From an optimization exercise on the open Yosys and OpenROAD flow, aimed at small area, a short achievable clock period and few clock cycles per item; shortcuts taken in it are not production practice. No run shown here included a check of the RTL's function; only the layout flow was run.

==> flow/design.v (outline; a module is shown in full before it is edited, if it fits) <==
// module quad_disc_root: 1671 lines
module quad_disc_root #(
   parameter int W_IN   = quad_pkg::W_IN_DEF,
   parameter int W_DISC = 2*W_IN + 2,
   parameter int W_ROOT = W_IN + 1
) (
   input  logic                     CLK,
   input  logic                     RST,
   input  logic                     START,
   input  logic signed [W_IN-1:0]   A,
   input  logic signed [W_IN-1:0]   B,
   input  logic signed [W_IN-1:0]   C,
   output logic                     BUSY,
   output logic                     DONE,
   output logic signed [W_DISC-1:0] DISC,
   output logic        [W_ROOT-1:0] SQRT,
   output logic                     EXACT,
   output logic        [1:0]        ST
);
  // ...
==> flow/flow/run.sh <==
#!/bin/bash
# Layout: the standard flow (standard.sh: ORFS synthesis through finish)
# with one change: the buffers that ORFS puts on every input and output port
# are sky130_fd_sc_hd__buf_2 instead of the delay cell buffer_ports picks by
# default, so the ports' own buffers do not slow the input and output paths.
set -o pipefail
export BUFFER_PORTS_ARGS="-buffer_cell sky130_fd_sc_hd__buf_2"
bash standard.sh > standard.log 2>&1
==> flow/standard.sh <==
#!/bin/bash
# synth_recipe.tcl (not shown) runs the flow's synth.tcl, then flattens the netlist and writes it again
# the make line also repeats each setting of config.mk as NAME=value (left out here)
make -C /OpenROAD-flow-scripts/flow DESIGN_CONFIG=/design/flow/config.mk WORK_HOME=/design/flow/orfs CLKGATE_MAP_FILE= SYNTH_SCRIPT=/design/flow/synth_recipe.tcl "${@:-finish}"
==> flow/config.mk <==
export PLATFORM = sky130hd
export DESIGN_NAME = quad_disc_root
export DESIGN_NICKNAME = quad_disc_root
export VERILOG_FILES = /design/flow/design.v
export SDC_FILE = /design/flow/constraint.sdc
export NUM_CORES = 4
export LEC_CHECK = 0
export CAP_MARGIN = 20
export CORE_MARGIN = 2
export CORE_UTILIZATION = 30
export CTS_BUF_LIST = sky130_fd_sc_hd__clkbuf_8
export CTS_CLUSTER_SIZE = 30
export SLEW_MARGIN = 20
==> flow/constraint.sdc <==
create_clock -name core_clock -period 13.5 [get_ports {CLK}]
set_input_delay 2.7000 -clock core_clock [delete_from_list [all_inputs] [get_ports {CLK}]]
set_output_delay 2.7000 -clock core_clock [all_outputs]
set_load 0.01 [all_outputs]
==> flow_summary.json, run 1 <==
{
  "grt_use_met2_pct": 19.7,
  "skew_ps": 57.1,
  "synth_area_leaders": "dfxtp_1, fa_1, ha_1, inv_1, xnor2_1",
  "worstPathMaxFanout": 2,
  "slowest_delay_ps": 430,
  "final_cell_mix": "dfxtp_1, inv_1, nand2_1, fa_1, ha_1",
  "routabilityCongestion": 0.867,
  "relSlewSlack_pct": 17.8,
  "die_y_um": 383,
  "taps": 1903,
  "instances_no_fill": 6174,
  "nMultiInputCombCells": 2257,
  "signal_buffers": 122,
  "outcome": "complete, no violations",
  "tns_ps": 0,
  "m1WireLength_um": 38300,
  "dp_hpwl_um": 61800,
  "setup_viol": 0,
  "drive_gt1_share_pct": 11.5,
  "cts-root-buf": "clkbuf_8",
  "layout_commonest_cell": "dfxtp_1",
  "antenna_cells": 2,
  "wl_um": 86700,
  "worstSkewPairLatency_ps": 850,
  "multi_input_area_um2": 19400,
  "post-route-util_pct": 34.4,
  "crit_family": "flip-flops",
  "cp-endpoint": "DISC[13]"
}
==> run 2, diff against run 1 <==
--- a/flow/design.v
+++ b/flow/design.v
@@ -1388,299 +1388,307 @@
       d2 <= d1;
    end
    logic [3:0] t3_0;
    logic [0:0] r3_0;
    logic [1:0] m3_0;
    assign t3_0 = 4'(d2[33:32]) - 4'(2'b01);
    assign r3_0 = ~t3_0[3];
    assign m3_0 = t3_0[3] ? 2'(d2[33:32]) : t3_0[1:0];
-   logic [4:0] t3_1;
-   logic [1:0] r3_1;
-   logic [2:0] m3_1;
-   assign t3_1 = 5'({m3_0, d2[31:30]}) - 5'({r3_0, 2'b01});
-   assign r3_1 = {r3_0, ~t3_1[4]};
-   assign m3_1 = t3_1[4] ? 3'({m3_0, d2[31:30]}) : t3_1[2:0];
-   logic [5:0] t3_2;
-   logic [2:0] r3_2;
-   logic [3:0] m3_2;
-   assign t3_2 = 6'({m3_1, d2[29:28]}) - 6'({r3_1, 2'b01});
-   assign r3_2 = {r3_1, ~t3_2[5]};
-   assign m3_2 = t3_2[5] ? 4'({m3_1, d2[29:28]}) : t3_2[3:0];
+   logic [6:0] x3_1, u3_1, v3_1, y3_1;
+   logic [2:0] r3_1;
+   logic [3:0] m3_1;
+   assign x3_1 = 7'({m3_0, d2[31:28]});
+   assign u3_1 = x3_1 - 7'({r3_0, 3'b001});
+   assign v3_1 = x3_1 - 7'({r3_0, 4'b0100});
+   assign y3_1 = x3_1 - 7'({r3_0, 4'b0000}) - 7'({r3_0, 3'b000}) - 7'(9);
+   always_comb begin
+      if (!y3_1[6]) begin
+         r3_1 = {r3_0, 2'd3};
+         m3_1 = y3_1[3:0];
+      end else if (!v3_1[6]) begin
+         r3_1 = {r3_0, 2'd2};
+         m3_1 = v3_1[3:0];
+      end else if (!u3_1[6]) begin
+         r3_1 = {r3_0, 2'd1};
+         m3_1 = u3_1[3:0];
+      end else begin
+         r3_1 = {r3_0, 2'd0};
+         m3_1 = x3_1[3:0];
+      end
+   end
    logic [1:0] c3_n;
    always_comb begin
       if (z2)               c3_n = quad_pkg::ST_DEGEN;
       else if (d2[33])      c3_n = quad_pkg::ST_NONE;
       else if (d2 == 34'd0) c3_n = quad_pkg::ST_DOUBLE;
       else                     c3_n = quad_pkg::ST_TWO;
    end
    logic        v3;
    logic [1:0]  c3;
    logic [33:0] d3;
    logic [2:0] r3;
    logic [3:0] m3;
    always_ff @(posedge CLK) begin
       v3 <= v2 & ~RST;
       c3 <= c3_n;
       d3 <= d2;
-      r3 <= r3_2;
-      m3 <= m3_2;
+      r3 <= r3_1;
+      m3 <= m3_1;
+   end
+   logic [8:0] x4_0, u4_0, v4_0, y4_0;
+   logic [4:0] r4_0;
+   logic [5:0] m4_0;
+   assign x4_0 = 9'({m3, d3[27:24]});
+   assign u4_0 = x4_0 - 9'({r3, 3'b001});
+   assign v4_0 = x4_0 - 9'({r3, 4'b0100});
+   assign y4_0 = x4_0 - 9'({r3, 4'b0000}) - 9'({r3, 3'b000}) - 9'(9);
+   always_comb begin
+      if (!y4_0[8]) begin
+         r4_0 = {r3, 2'd3};
+         m4_0 = y4_0[5:0];
+      end else if (!v4_0[8]) begin
+         r4_0 = {r3, 2'd2};
+         m4_0 = v4_0[5:0];
+      end else if (!u4_0[8]) begin
+         r4_0 = {r3, 2'd1};
+         m4_0 = u4_0[5:0];
+      end else begin
+         r4_0 = {r3, 2'd0};
+         m4_0 = x4_0[5:0];
+      end
    end
-   logic [6:0] t4_0;
-   logic [3:0] r4_0;
-   logic [4:0] m4_0;
-   assign t4_0 = 7'({m3, d3[27:26]}) - 7'({r3, 2'b01});
-   assign r4_0 = {r3, ~t4_0[6]};
-   assign m4_0 = t4_0[6] ? 5'({m3, d3[27:26]}) : t4_0[4:0];
-   logic [7:0] t4_1;
-   logic [4:0] r4_1;
-   logic [5:0] m4_1;
-   assign t4_1 = 8'({m4_0, d3[25:24]}) - 8'({r4_0, 2'b01});
-   assign r4_1 = {r4_0, ~t4_1[7]};
-   assign m4_1 = t4_1[7] ? 6'({m4_0, d3[25:24]}) : t4_1[5:0];
    logic        v4;
    logic [1:0]  c4;
    logic [33:0] d4;
    logic [4:0] r4;
    logic [5:0] m4;
    always_ff @(posedge CLK) begin
       v4 <= v3 & ~RST;
       c4 <= c3;
       d4 <= d3;
-      r4 <= r4_1;
-      m4 <= m4_1;
+      r4 <= r4_0;
+      m4 <= m4_0;
+   end
+   logic [10:0] x5_0, u5_0, v5_0, y5_0;
+   logic [6:0] r5_0;
+   logic [7:0] m5_0;
+   assign x5_0 = 11'({m4, d4[23:20]});
+   assign u5_0 = x5_0 - 11'({r4, 3'b001});
+   assign v5_0 = x5_0 - 11'({r4, 4'b0100});
+   assign y5_0 = x5_0 - 11'({r4, 4'b0000}) - 11'({r4, 3'b000}) - 11'(9);
+   always_comb begin
+      if (!y5_0[10]) begin
+         r5_0 = {r4, 2'd3};
+         m5_0 = y5_0[7:0];
+      end else if (!v5_0[10]) begin
+         r5_0 = {r4, 2'd2};
+         m5_0 = v5_0[7:0];
+      end else if (!u5_0[10]) begin
+         r5_0 = {r4, 2'd1};
+         m5_0 = u5_0[7:0];
+      end else begin
+         r5_0 = {r4, 2'd0};
+         m5_0 = x5_0[7:0];
+      end
    end
-   logic [8:0] t5_0;
-   logic [5:0] r5_0;
-   logic [6:0] m5_0;
-   assign t5_0 = 9'({m4, d4[23:22]}) - 9'({r4, 2'b01});
-   assign r5_0 = {r4, ~t5_0[8]};
-   assign m5_0 = t5_0[8] ? 7'({m4, d4[23:22]}) : t5_0[6:0];
    logic        v5;
    logic [1:0]  c5;
    logic [33:0] d5;
-   logic [5:0] r5;
-   logic [6:0] m5;
+   logic [6:0] r5;
+   logic [7:0] m5;
    always_ff @(posedge CLK) begin
       v5 <= v4 & ~RST;
       c5 <= c4;
       d5 <= d4;
       r5 <= r5_0;
       m5 <= m5_0;
    end
-   logic [9:0] t6_0;
-   logic [6:0] r6_0;
-   logic [7:0] m6_0;
-   assign t6_0 = 10'({m5, d5[21:20]}) - 10'({r5, 2'b01});
-   assign r6_0 = {r5, ~t6_0[9]};
-   assign m6_0 = t6_0[9] ? 8'({m5, d5[21:20]}) : t6_0[7:0];
+   logic [12:0] x6_0, u6_0, v6_0, y6_0;
+   logic [8:0] r6_0;
+   logic [9:0] m6_0;
+   assign x6_0 = 13'({m5, d5[19:16]});
+   assign u6_0 = x6_0 - 13'({r5, 3'b001});
+   assign v6_0 = x6_0 - 13'({r5, 4'b0100});
+   assign y6_0 = x6_0 - 13'({r5, 4'b0000}) - 13'({r5, 3'b000}) - 13'(9);
+   always_comb begin
+      if (!y6_0[12]) begin
+         r6_0 = {r5, 2'd3};
+         m6_0 = y6_0[9:0];
+      end else if (!v6_0[12]) begin
+         r6_0 = {r5, 2'd2};
+         m6_0 = v6_0[9:0];
+      end else if (!u6_0[12]) begin
+         r6_0 = {r5, 2'd1};
+         m6_0 = u6_0[9:0];
+      end else begin
+         r6_0 = {r5, 2'd0};
+         m6_0 = x6_0[9:0];
+      end
+   end
    logic        v6;
    logic [1:0]  c6;
    logic [33:0] d6;
-   logic [6:0] r6;
-   logic [7:0] m6;
+   logic [8:0] r6;
+   logic [9:0] m6;
    always_ff @(posedge CLK) begin
       v6 <= v5 & ~RST;
       c6 <= c5;
       d6 <= d5;
       r6 <= r6_0;
       m6 <= m6_0;
    end
-   logic [10:0] t7_0;
-   logic [7:0] r7_0;
-   logic [8:0] m7_0;
-   assign t7_0 = 11'({m6, d6[19:18]}) - 11'({r6, 2'b01});
-   assign r7_0 = {r6, ~t7_0[10]};
-   assign m7_0 = t7_0[10] ? 9'({m6, d6[19:18]}) : t7_0[8:0];
+   logic [14:0] x7_0, u7_0, v7_0, y7_0;
+   logic [10:0] r7_0;
+   logic [11:0] m7_0;
+   assign x7_0 = 15'({m6, d6[15:12]});
+   assign u7_0 = x7_0 - 15'({r6, 3'b001});
+   assign v7_0 = x7_0 - 15'({r6, 4'b0100});
+   assign y7_0 = x7_0 - 15'({r6, 4'b0000}) - 15'({r6, 3'b000}) - 15'(9);
+   always_comb begin
+      if (!y7_0[14]) begin
+         r7_0 = {r6, 2'd3};
+         m7_0 = y7_0[11:0];
+      end else if (!v7_0[14]) begin
+         r7_0 = {r6, 2'd2};
+         m7_0 = v7_0[11:0];
+      end else if (!u7_0[14]) begin
+         r7_0 = {r6, 2'd1};
+         m7_0 = u7_0[11:0];
+      end else begin
+         r7_0 = {r6, 2'd0};
+         m7_0 = x7_0[11:0];
+      end
+   end
    logic        v7;
    logic [1:0]  c7;
    logic [33:0] d7;
-   logic [7:0] r7;
-   logic [8:0] m7;
+   logic [10:0] r7;
+   logic [11:0] m7;
    always_ff @(posedge CLK) begin
       v7 <= v6 & ~RST;
       c7 <= c6;
       d7 <= d6;
       r7 <= r7_0;
       m7 <= m7_0;
    end
-   logic [11:0] t8_0;
-   logic [8:0] r8_0;
-   logic [9:0] m8_0;
-   assign t8_0 = 12'({m7, d7[17:16]}) - 12'({r7, 2'b01});
-   assign r8_0 = {r7, ~t8_0[11]};
-   assign m8_0 = t8_0[11] ? 10'({m7, d7[17:16]}) : t8_0[9:0];
+   logic [16:0] x8_0, u8_0, v8_0, y8_0;
+   logic [12:0] r8_0;
+   logic [13:0] m8_0;
+   assign x8_0 = 17'({m7, d7[11:8]});
+   assign u8_0 = x8_0 - 17'({r7, 3'b001});
+   assign v8_0 = x8_0 - 17'({r7, 4'b0100});
+   assign y8_0 = x8_0 - 17'({r7, 4'b0000}) - 17'({r7, 3'b000}) - 17'(9);
+   always_comb begin
+      if (!y8_0[16]) begin
+         r8_0 = {r7, 2'd3};
+         m8_0 = y8_0[13:0];
+      end else if (!v8_0[16]) begin
+         r8_0 = {r7, 2'd2};
+         m8_0 = v8_0[13:0];
+      end else if (!u8_0[16]) begin
+         r8_0 = {r7, 2'd1};
+         m8_0 = u8_0[13:0];
+      end else begin
+         r8_0 = {r7, 2'd0};
+         m8_0 = x8_0[13:0];
+      end
+   end
    logic        v8;
    logic [1:0]  c8;
    logic [33:0] d8;
-   logic [8:0] r8;
-   logic [9:0] m8;
+   logic [12:0] r8;
+   logic [13:0] m8;
    always_ff @(posedge CLK) begin
       v8 <= v7 & ~RST;
       c8 <= c7;
       d8 <= d7;
       r8 <= r8_0;
       m8 <= m8_0;
    end
-   logic [12:0] t9_0;
-   logic [9:0] r9_0;
-   logic [10:0] m9_0;
-   assign t9_0 = 13'({m8, d8[15:14]}) - 13'({r8, 2'b01});
-   assign r9_0 = {r8, ~t9_0[12]};
-   assign m9_0 = t9_0[12] ? 11'({m8, d8[15:14]}) : t9_0[10:0];
+   logic [18:0] x9_0, u9_0, v9_0, y9_0;
+   logic [14:0] r9_0;
+   logic [15:0] m9_0;
+   assign x9_0 = 19'({m8, d8[7:4]});
+   assign u9_0 = x9_0 - 19'({r8, 3'b001});
+   assign v9_0 = x9_0 - 19'({r8, 4'b0100});
+   assign y9_0 = x9_0 - 19'({r8, 4'b0000}) - 19'({r8, 3'b000}) - 19'(9);
+   always_comb begin
+      if (!y9_0[18]) begin
+         r9_0 = {r8, 2'd3};
+         m9_0 = y9_0[15:0];
+      end else if (!v9_0[18]) begin
+         r9_0 = {r8, 2'd2};
+         m9_0 = v9_0[15:0];
+      end else if (!u9_0[18]) begin
+         r9_0 = {r8, 2'd1};
+         m9_0 = u9_0[15:0];
+      end else begin
+         r9_0 = {r8, 2'd0};
+         m9_0 = x9_0[15:0];
+      end
+   end
    logic        v9;
    logic [1:0]  c9;
    logic [33:0] d9;
-   logic [9:0] r9;
-   logic [10:0] m9;
+   logic [14:0] r9;
+   logic [15:0] m9;
    always_ff @(posedge CLK) begin
       v9 <= v8 & ~RST;
       c9 <= c8;
       d9 <= d8;
       r9 <= r9_0;
       m9 <= m9_0;
    end
-   logic [13:0] t10_0;
-   logic [10:0] r10_0;
-   logic [11:0] m10_0;
-   assign t10_0 = 14'({m9, d9[13:12]}) - 14'({r9, 2'b01});
-   assign r10_0 = {r9, ~t10_0[13]};
-   assign m10_0 = t10_0[13] ? 12'({m9, d9[13:12]}) : t10_0[11:0];
+   logic [20:0] x10_0, u10_0, v10_0, y10_0;
+   logic [16:0] r10_0;
+   logic [17:0] m10_0;
+   assign x10_0 = 21'({m9, d9[3:0]});
+   assign u10_0 = x10_0 - 21'({r9, 3'b001});
+   assign v10_0 = x10_0 - 21'({r9, 4'b0100});
+   assign y10_0 = x10_0 - 21'({r9, 4'b0000}) - 21'({r9, 3'b000}) - 21'(9);
+   always_comb begin
+      if (!y10_0[20]) begin
+         r10_0 = {r9, 2'd3};
+         m10_0 = y10_0[17:0];
+      end else if (!v10_0[20]) begin
+         r10_0 = {r9, 2'd2};
+         m10_0 = v10_0[17:0];
+      end else if (!u10_0[20]) begin
+         r10_0 = {r9, 2'd1};
+         m10_0 = u10_0[17:0];
+      end else begin
+         r10_0 = {r9, 2'd0};
+         m10_0 = x10_0[17:0];
+      end
+   end
    logic        v10;
    logic [1:0]  c10;
    logic [33:0] d10;
-   logic [10:0] r10;
-   logic [11:0] m10;
+   logic [16:0] r10;
+   logic [17:0] m10;
    always_ff @(posedge CLK) begin
       v10 <= v9 & ~RST;
       c10 <= c9;
       d10 <= d9;
       r10 <= r10_0;
       m10 <= m10_0;
    end
-   logic [14:0] t11_0;
-   logic [11:0] r11_0;
-   logic [12:0] m11_0;
-   assign t11_0 = 15'({m10, d10[11:10]}) - 15'({r10, 2'b01});
-   assign r11_0 = {r10, ~t11_0[14]};
-   assign m11_0 = t11_0[14] ? 13'({m10, d10[11:10]}) : t11_0[12:0];
-   logic        v11;
-   logic [1:0]  c11;
-   logic [33:0] d11;
-   logic [11:0] r11;
-   logic [12:0] m11;
-   always_ff @(posedge CLK) begin
-      v11 <= v10 & ~RST;
-      c11 <= c10;
-      d11 <= d10;
-      r11 <= r11_0;
-      m11 <= m11_0;
-   end
-   logic [15:0] t12_0;
-   logic [12:0] r12_0;
-   logic [13:0] m12_0;
-   assign t12_0 = 16'({m11, d11[9:8]}) - 16'({r11, 2'b01});
-   assign r12_0 = {r11, ~t12_0[15]};
-   assign m12_0 = t12_0[15] ? 14'({m11, d11[9:8]}) : t12_0[13:0];
-   logic        v12;
-   logic [1:0]  c12;
-   logic [33:0] d12;
-   logic [12:0] r12;
-   logic [13:0] m12;
-   always_ff @(posedge CLK) begin
-      v12 <= v11 & ~RST;
-      c12 <= c11;
-      d12 <= d11;
-      r12 <= r12_0;
-      m12 <= m12_0;
-   end
-   logic [16:0] t13_0;
-   logic [13:0] r13_0;
-   logic [14:0] m13_0;
-   assign t13_0 = 17'({m12, d12[7:6]}) - 17'({r12, 2'b01});
-   assign r13_0 = {r12, ~t13_0[16]};
-   assign m13_0 = t13_0[16] ? 15'({m12, d12[7:6]}) : t13_0[14:0];
-   logic        v13;
-   logic [1:0]  c13;
-   logic [33:0] d13;
-   logic [13:0] r13;
-   logic [14:0] m13;
-   always_ff @(posedge CLK) begin
-      v13 <= v12 & ~RST;
-      c13 <= c12;
-      d13 <= d12;
-      r13 <= r13_0;
-      m13 <= m13_0;
-   end
-   logic [17:0] t14_0;
-   logic [14:0] r14_0;
-   logic [15:0] m14_0;
-   assign t14_0 = 18'({m13, d13[5:4]}) - 18'({r13, 2'b01});
-   assign r14_0 = {r13, ~t14_0[17]};
-   assign m14_0 = t14_0[17] ? 16'({m13, d13[5:4]}) : t14_0[15:0];
-   logic        v14;
-   logic [1:0]  c14;
-   logic [33:0] d14;
-   logic [14:0] r14;
-   logic [15:0] m14;
-   always_ff @(posedge CLK) begin
-      v14 <= v13 & ~RST;
-      c14 <= c13;
-      d14 <= d13;
-      r14 <= r14_0;
-      m14 <= m14_0;
-   end
-   logic [18:0] t15_0;
-   logic [15:0] r15_0;
-   logic [16:0] m15_0;
-   assign t15_0 = 19'({m14, d14[3:2]}) - 19'({r14, 2'b01});
-   assign r15_0 = {r14, ~t15_0[18]};
-   assign m15_0 = t15_0[18] ? 17'({m14, d14[3:2]}) : t15_0[16:0];
-   logic        v15;
-   logic [1:0]  c15;
-   logic [33:0] d15;
-   logic [15:0] r15;
-   logic [16:0] m15;
-   always_ff @(posedge CLK) begin
-      v15 <= v14 & ~RST;
-      c15 <= c14;
-      d15 <= d14;
-      r15 <= r15_0;
-      m15 <= m15_0;
-   end
-   logic [19:0] t16_0;
-   logic [16:0] r16_0;
-   logic [17:0] m16_0;
-   assign t16_0 = 20'({m15, d15[1:0]}) - 20'({r15, 2'b01});
-   assign r16_0 = {r15, ~t16_0[19]};
-   assign m16_0 = t16_0[19] ? 18'({m15, d15[1:0]}) : t16_0[17:0];
-   logic        v16;
-   logic [1:0]  c16;
-   logic [33:0] d16;
-   logic [16:0] r16;
-   logic [17:0] m16;
-   always_ff @(posedge CLK) begin
-      v16 <= v15 & ~RST;
-      c16 <= c15;
-      d16 <= d15;
-      r16 <= r16_0;
-      m16 <= m16_0;
-   end
    always_ff @(posedge CLK) begin
       if (RST) begin
          DONE  <= 1'b0;
          DISC  <= '0;
          SQRT  <= '0;
          EXACT <= 1'b0;
          ST    <= quad_pkg::ST_NONE;
       end else begin
-         DONE <= v16;
-         if (v16) begin
-            DISC  <= d16;
-            SQRT  <= (c16 == quad_pkg::ST_TWO) ? r16 : 17'd0;
-            EXACT <= (c16 == quad_pkg::ST_DOUBLE) ||
-                     (c16 == quad_pkg::ST_TWO && m16 == 18'd0);
-            ST    <= c16;
+         DONE <= v10;
+         if (v10) begin
+            DISC  <= d10;
+            SQRT  <= (c10 == quad_pkg::ST_TWO) ? r10 : 17'd0;
+            EXACT <= (c10 == quad_pkg::ST_DOUBLE) ||
+                     (c10 == quad_pkg::ST_TWO && m10 == 18'd0);
+            ST    <= c10;
          end
       end
    end
    assign BUSY = 1'b0;
 endmodule
==> flow/config.mk (replaced) <==
export PLATFORM = sky130hd
export DESIGN_NAME = quad_disc_root
export DESIGN_NICKNAME = quad_disc_root
export VERILOG_FILES = /design/flow/design.v
export SDC_FILE = /design/flow/constraint.sdc
export NUM_CORES = 4
export LEC_CHECK = 0
export CAP_MARGIN = 20
export CORE_MARGIN = 2
export CORE_UTILIZATION = 30
export SLEW_MARGIN = 20
==> flow_summary.json, run 2 <==
{
  "setup_slack_ps": 9390,
  "holdBufCountCts": 0,
  "synth_edf_count": 0,
  "required_ps": 14110,
  "synth-async-reset-ratio_pct": 0,
  "finalCritPeriodShare_pct": 30.4,
  "num_rows": 137,
  "synth_top_area_share_pct": 34.1,
  "wl_um": 97200,
  "critical_path.cell_chain": "inv_1 -> fa_1 -> fa_1 -> inv_1 -> ha_1 -> a21o_1 -> a211oi_1 -> o311ai_1 -> o31a_1 -> o211ai_1 -> o21ai_1 -> a221o_1 -> a21oi_1 -> xnor2_1",
  "place_area_um2": 44600,
  "antenna_found_initial": 2,
  "tns_ps": 0,
  "die_area_um2": 143000,
  "syn_area_per_cell_um2": 9.70,
  "antenna_cells": 0,
  "critical_path_class": "register to register",
  "post-synth-top-area-cell": "dfxtp_1",
  "cts_tree": "built",
  "nets": 5216,
  "clk_path_buf_depth": 3,
  "final_cell_mix": "dfxtp_1, inv_1, ha_1, nand2_1, fa_1",
  "routabilityCongestion": 0.855,
  "arrival_ps": 4710,
  "hold_class": "register to register",
  "dp_hpwl_um": 73500,
  "drive_gt1_share_pct": 7.09,
  "num_vias": 28800,
  "layout_commonest_cell": "dfxtp_1",
  "yosysWarnings": 1,
  "cts_setup_buffers": 0,
  "worstSkewPairLatency_ps": 690,
  "outcome": "complete, no violations",
  "synth-seq-cells": 715,
  "final_hold_viol_count": 0,
  "cts_made_buffers": 81,
  "cts-root-buf": "clkbuf_16",
  "die_w_um": 378,
  "grt_pass1_vias": 29800,
  "relSlewSlack_pct": 26.8,
  "route.detailed.drc": 0,
  "setup_viol": 0,
  "initial_core_util_pct": 30.2,
  "syn2layout_area_growth_pct": 13.0,
  "boundaryPins": 107,
  "crit_family": "compound AO/OA/AOI/OAI gates",
  "htree_levels": 3,
  "tightest_slew_ps": 1100,
  "grt_max_degree": 51,
  "synth_area_leaders": "dfxtp_1, fa_1, ha_1, inv_1, xnor2_1",
  "portBuffers": 104,
  "clk_pin_slew_ps": 60,
  "wl_per_cell_um": 15.3,
  "yosysSeqAreaShare_pct": 34.1,
  "fp.coreArea_um2": 139000,
  "cts_sinks": 715,
  "cap_violations": 0,
  "cts-resized-gates": 0,
  "slew_violations": 0,
  "die_y_um": 378,
  "grt_pass1_wl_um": 158000,
  "syn_area_um2": 42000,
  "rsz0062_at_grt": "false",
  "synth_most_common_cell": "dfxtp_1",
  "yosysUniqueCellTypes": 84,
  "worst_setup_path_start_kind": "register",
  "synthCells": 4330,
  "stdcell_area_um2": 47500,
  "grt_overflow": 0,
  "max_clock_freq_ghz": 0.244,
  "skew_ps": 22.5,
  "dpl_worst_slack_ps": 9180,
  "synthTopCellsByCount": "dfxtp_1, inv_1, ha_1, nand2_1, fa_1",
  "worstPathMaxFanout": 4,
  "drtIter0Drc": 1478,
  "end_kind": "register",
  "critical_path.slowest_cell": "fa_1",
  "avgViaCountPerCell": 4.53,
  "slowest_delay_ps": 510,
  "synthFlopType": "dfxtp_1",
  "min_period_ps": 4110,
  "first_pass_iters": 5,
  "cp_num_buf_inv": 2,
  "antenna_left": 0,
  "grt_use_total_pct": 13.9,
  "post-route-util_pct": 34.1
}
## run 2: cell types whose count changed in the layout (fill, tap and decap cells not counted), moves of 63 or more
| cell | change |
|---|---|
| clkbuf_16 | +81 |
| inv_1 | +95 |
| a21oi_1 | +79 |
| clkbuf_8 | -197 |
| fa_1 | +63 |
| ha_1 | +188 |
| dfxtp_1 | -354 |
| mux2_2 | -73 |
## run 2: cells by family (layout without fill, tap and decap cells)
| logic type | count (synthesis) | after routing | share of synthesized area [%] |
|---|---|---|---|
| buffers and inverters | 792 | 945 | 7.17 |
| and+or+nand+nor | 972 | 972 | 10.9 |
| other | 1 | 2 | 0.00893 |
| DFF | 715 | 715 | 34.1 |
| xor gates and xnor gates | 289 | 289 | 6.03 |
| AOI/OAI and AO/OA | 727 | 727 | 11.4 |
| adders and majority gates | 761 | 761 | 28.7 |
| muxes | 73 | 73 | 1.78 |
## run 2: worst reg2reg max path: cells and delay by family (launching register included)
kind	cells	cell delay (ps)
buffers and inverters	2	90
AOI/OAI and AO/OA	8	2220
adders and majority gates	3	1290
DFF	1	300
xor gates and xnor gates	1	130
## run 2: area by class of cell
cell class | instances | area (um2)
Inverter | 667 | 2500
Tap cell | 1876 | 2350
Multi-Input combinational cell | 2824 | 24700
Timing Repair Buffer | 132 | 731
Clock buffer | 94 | 2140
Fill cell | 14200 | 91700
Clock inverter | 52 | 724
Sequential cell | 715 | 14300
## run 2: metrics by stage
stage          instances  hold WS [ps]
2_1_floorplan       4331           310
3_3_place_gp        6214           310
3_5_place_dp        6214           312
4_1_cts             6360           318
5_1_grt             6360           317
6_report            6360           312
## run 2: final timing paths
| kind | slack (ps) | from | end | cells past startpoint |
|---|---|---|---|---|
| setup / recovery | 9390 | q1_3_0 | d2[32] | 14 |
| hold / removal | 310 | d7[2] | d8[2] | 0 |
| setup reg to reg | 9390 | q1_3_0 | d2[32] | 14 |
| hold reg to reg | 310 | d7[2] | d8[2] | 0 |
## run 2: per-layer routing
layer / vias up / track usage, % / part of all wire, %
met5: - / 0 / 0.012
met4: 2 / 5.07 / 3.2
met3: 197 / 2.48 / 4.8
met2: 625 / 23.9 / 48
met1: 13800 / 17.2 / 44
li1: 14200 / - / -
==> run 3, diff against run 2 <==
==> flow/flow/run.sh (replaced) <==
#!/bin/bash
# Layout: the standard flow (standard.sh: ORFS synthesis through finish)
# with two changes: the buffers that ORFS puts on every input and output port
# are sky130_fd_sc_hd__buf_2 instead of the delay cell buffer_ports picks by
# default, and the timing repair after clock-tree synthesis and global routing
# aims for a setup slack margin, so it sizes the critical paths.
set -o pipefail
export BUFFER_PORTS_ARGS="-buffer_cell sky130_fd_sc_hd__buf_2"
export SETUP_SLACK_MARGIN=9.8
bash standard.sh > standard.log 2>&1
==> flow_summary.json, run 3 <==
{
  "post-route-util_pct": 34.7,
  "n_fill_cell": 14100,
  "grt_use_total_pct": 14.0,
  "r2r-end": "d2[32]",
  "cts-root-buf": "clkbuf_16",
  "outcome": "complete, no violations",
  "die_area_um2": 143000,
  "die_w_um": 378,
  "r2r_cells": 15,
  "antenna_found_initial": 2,
  "cap_violations": 0,
  "worstSkewPairLatency_ps": 680,
  "grt_pass1_wl_um": 160000,
  "finalCritPeriodShare_pct": 28.6,
  "hold_start": "d6[4]",
  "cp_num_buf_inv": 1,
  "hold_class": "register to register",
  "syn_area_um2": 42000,
  "synth_top_area_share_pct": 34.1,
  "clk_path_buf_depth": 3,
  "synth-async-reset-ratio_pct": 0,
  "worst_setup_path_start_kind": "register",
  "cts_tree": "built",
  "setup_slack_ps": 9640,
  "seq_area_um2": 14400,
  "grt_max_degree": 51,
  "synth_most_common_cell": "dfxtp_1",
  "yosysWarnings": 1,
  "rrSetupSlack_ps": 9810,
  "drive_gt1_share_pct": 10.0,
  "slew_violations": 0,
  "fp.coreArea_um2": 139000,
  "rr_startpoint": "q1_3_2",
  "wl_per_cell_um": 15.6,
  "portBuffers": 104,
  "cts_sinks": 715,
  "critical_path.slowest_cell": "dfxtp_4",
  "critical_path.cell_chain": "buf_6",
  "antenna_left": 0,
  "relSlewSlack_pct": 29.1,
  "arrival_ps": 1160,
  "tightest_slew_ps": 1060,
  "end_kind": "output pin",
  "synth_edf_count": 0,
  "synthCells": 4330,
  "slowest_delay_ps": 390,
  "path_depth": 1,
  "cp-endpoint": "DISC[15]",
  "syn_area_per_cell_um2": 9.70,
  "fin_hold_ws_ps": 310,
  "multi_input_area_um2": 25000,
  "min_period_ps": 3860,
  "yosysUniqueCellTypes": 84,
  "tns_ps": 0,
  "wl_um": 99400,
  "htree_levels": 3,
  "dp_hpwl_um": 73700,
  "route.detailed.drc": 0,
  "initial_core_util_pct": 30.2,
  "boundaryPins": 107,
  "synth-seq-cells": 715,
  "required_ps": 10800,
  "worstPathMaxFanout": 2,
  "holdBufCountCts": 0,
  "whs_path_depth": 0,
  "avgViaCountPerCell": 4.57,
  "drtIter0Drc": 1479,
  "nets": 5245,
  "layout_commonest_cell": "inv_1",
  "dpl_worst_slack_ps": 8810,
  "num_vias": 29200,
  "syn2layout_area_growth_pct": 14.8,
  "final_hold_viol_count": 0,
  "crit_family": "flip-flops",
  "setup_viol": 0,
  "cts_made_buffers": 78,
  "startpoint": "DISC[15]",
  "grt_pass1_vias": 30200,
  "synth_area_leaders": "dfxtp_1, fa_1, ha_1, inv_1, xnor2_1",
  "die_y_um": 378,
  "yosysSeqAreaShare_pct": 34.1,
  "skew_ps": 27.4,
  "synthTopCellsByCount": "dfxtp_1, inv_1, ha_1, nand2_1, fa_1",
  "first_pass_iters": 5,
  "grt_overflow": 0,
  "post-synth-top-area-cell": "dfxtp_1",
  "final_cell_mix": "inv_1, dfxtp_1, nand2_1, ha_1, fa_1",
  "critical_path_class": "register to output pin",
  "clk_pin_slew_ps": 60,
  "num_rows": 137,
  "rsz0062_at_grt": "true",
  "max_clock_freq_ghz": 0.259,
  "synthFlopType": "dfxtp_1",
  "routabilityCongestion": 0.856
}
==> run 3: per-layer routing <==
metal / GRT usage (%) / part of all wire [%]
met1: 17.7 / 45
met2: 24.1 / 48
met3: 2.55 / 4.7
met4: 4.53 / 2.7
met5: 0 / 0.012
==> run 3: metrics by stage <==
step,cell area [um2],cells
2_1_floorplan,42000,4331
3_3_place_gp,44600,6214
3_5_place_dp,44600,6214
4_1_cts,47900,6374
5_1_grt,48200,6386
6_report,48200,6387
==> run 3: cells by family (layout without fill, tap and decap cells) <==
group           Yosys count  count (layout)  share of synthesized area (%)
xor+xnor                289             289                           6.03
other cells               1               3                        0.00893
buf+inv                 792             969                           7.17
flops                   715             715                           34.1
fa+ha+maj               761             761                           28.7
mux                      73              73                           1.78
compound gates          727             729                           11.4
simple gates            972             972                           10.9
==> run 3: area by class of cell <==
class	instances	share of cell area, %
tap	1876	4.87
multi-input combinational	2826	51.9
clock buffer	100	4.49
sequential	715	29.9
inverter	667	5.19
timing repair buffer	162	2.77
antenna	1	0.00519
clock inverter	40	0.879
==> run 3: how the worst min path moves through the flow <==
stage	to	slack [ps]
floorplan	c10[0]	310
global placement	d6[12]	310
detailed placement	c10[0]	310
CTS	d9[18]	310
global route	d7[4]	310
finish	d7[4]	310
==> run 3: what timing repair did <==
action                     CTS  global route
resized for setup          145            57
setup endpoints to repair  108           107
hold endpoints to repair     0             0
setup buffers               19            10
pin swaps                    5            14
gates cloned                 1             2

[static timing again, ports no longer ideal]
In the flow no input, the clock included, has a driving cell. The finished layouts below were timed again as built, in two steps. Step 1 sets driving cells, clkbuf_16 on the clock port and buf_2 on the other inputs (assumed; they add their load-dependent delay and slew). Step 2 also shifts input and output timing later by t, the mid clock arrival at the registers, as if the neighbouring blocks saw the same clock. Three values: no drivers, after step 1, after step 2; two values: the first two.
run | t (ns) | setup WS [ns] | worst setup path after step 2 | pins driven straight from the clock port
run 1 | 0.883 | 9.377 / 9.313 / 9.502 | input to register | 1
run 2 | 0.747 | 9.394 / 9.350 / 9.195 | input to register | 1
run 3 | 0.738 | 9.642 / 9.569 / 9.487 | input to register | 1
After both steps setup and hold are still met in every run listed. For run 2, which loses most, drivers alone change the setup slack by -0.044 ns; drivers and shift together by -0.199 ns.
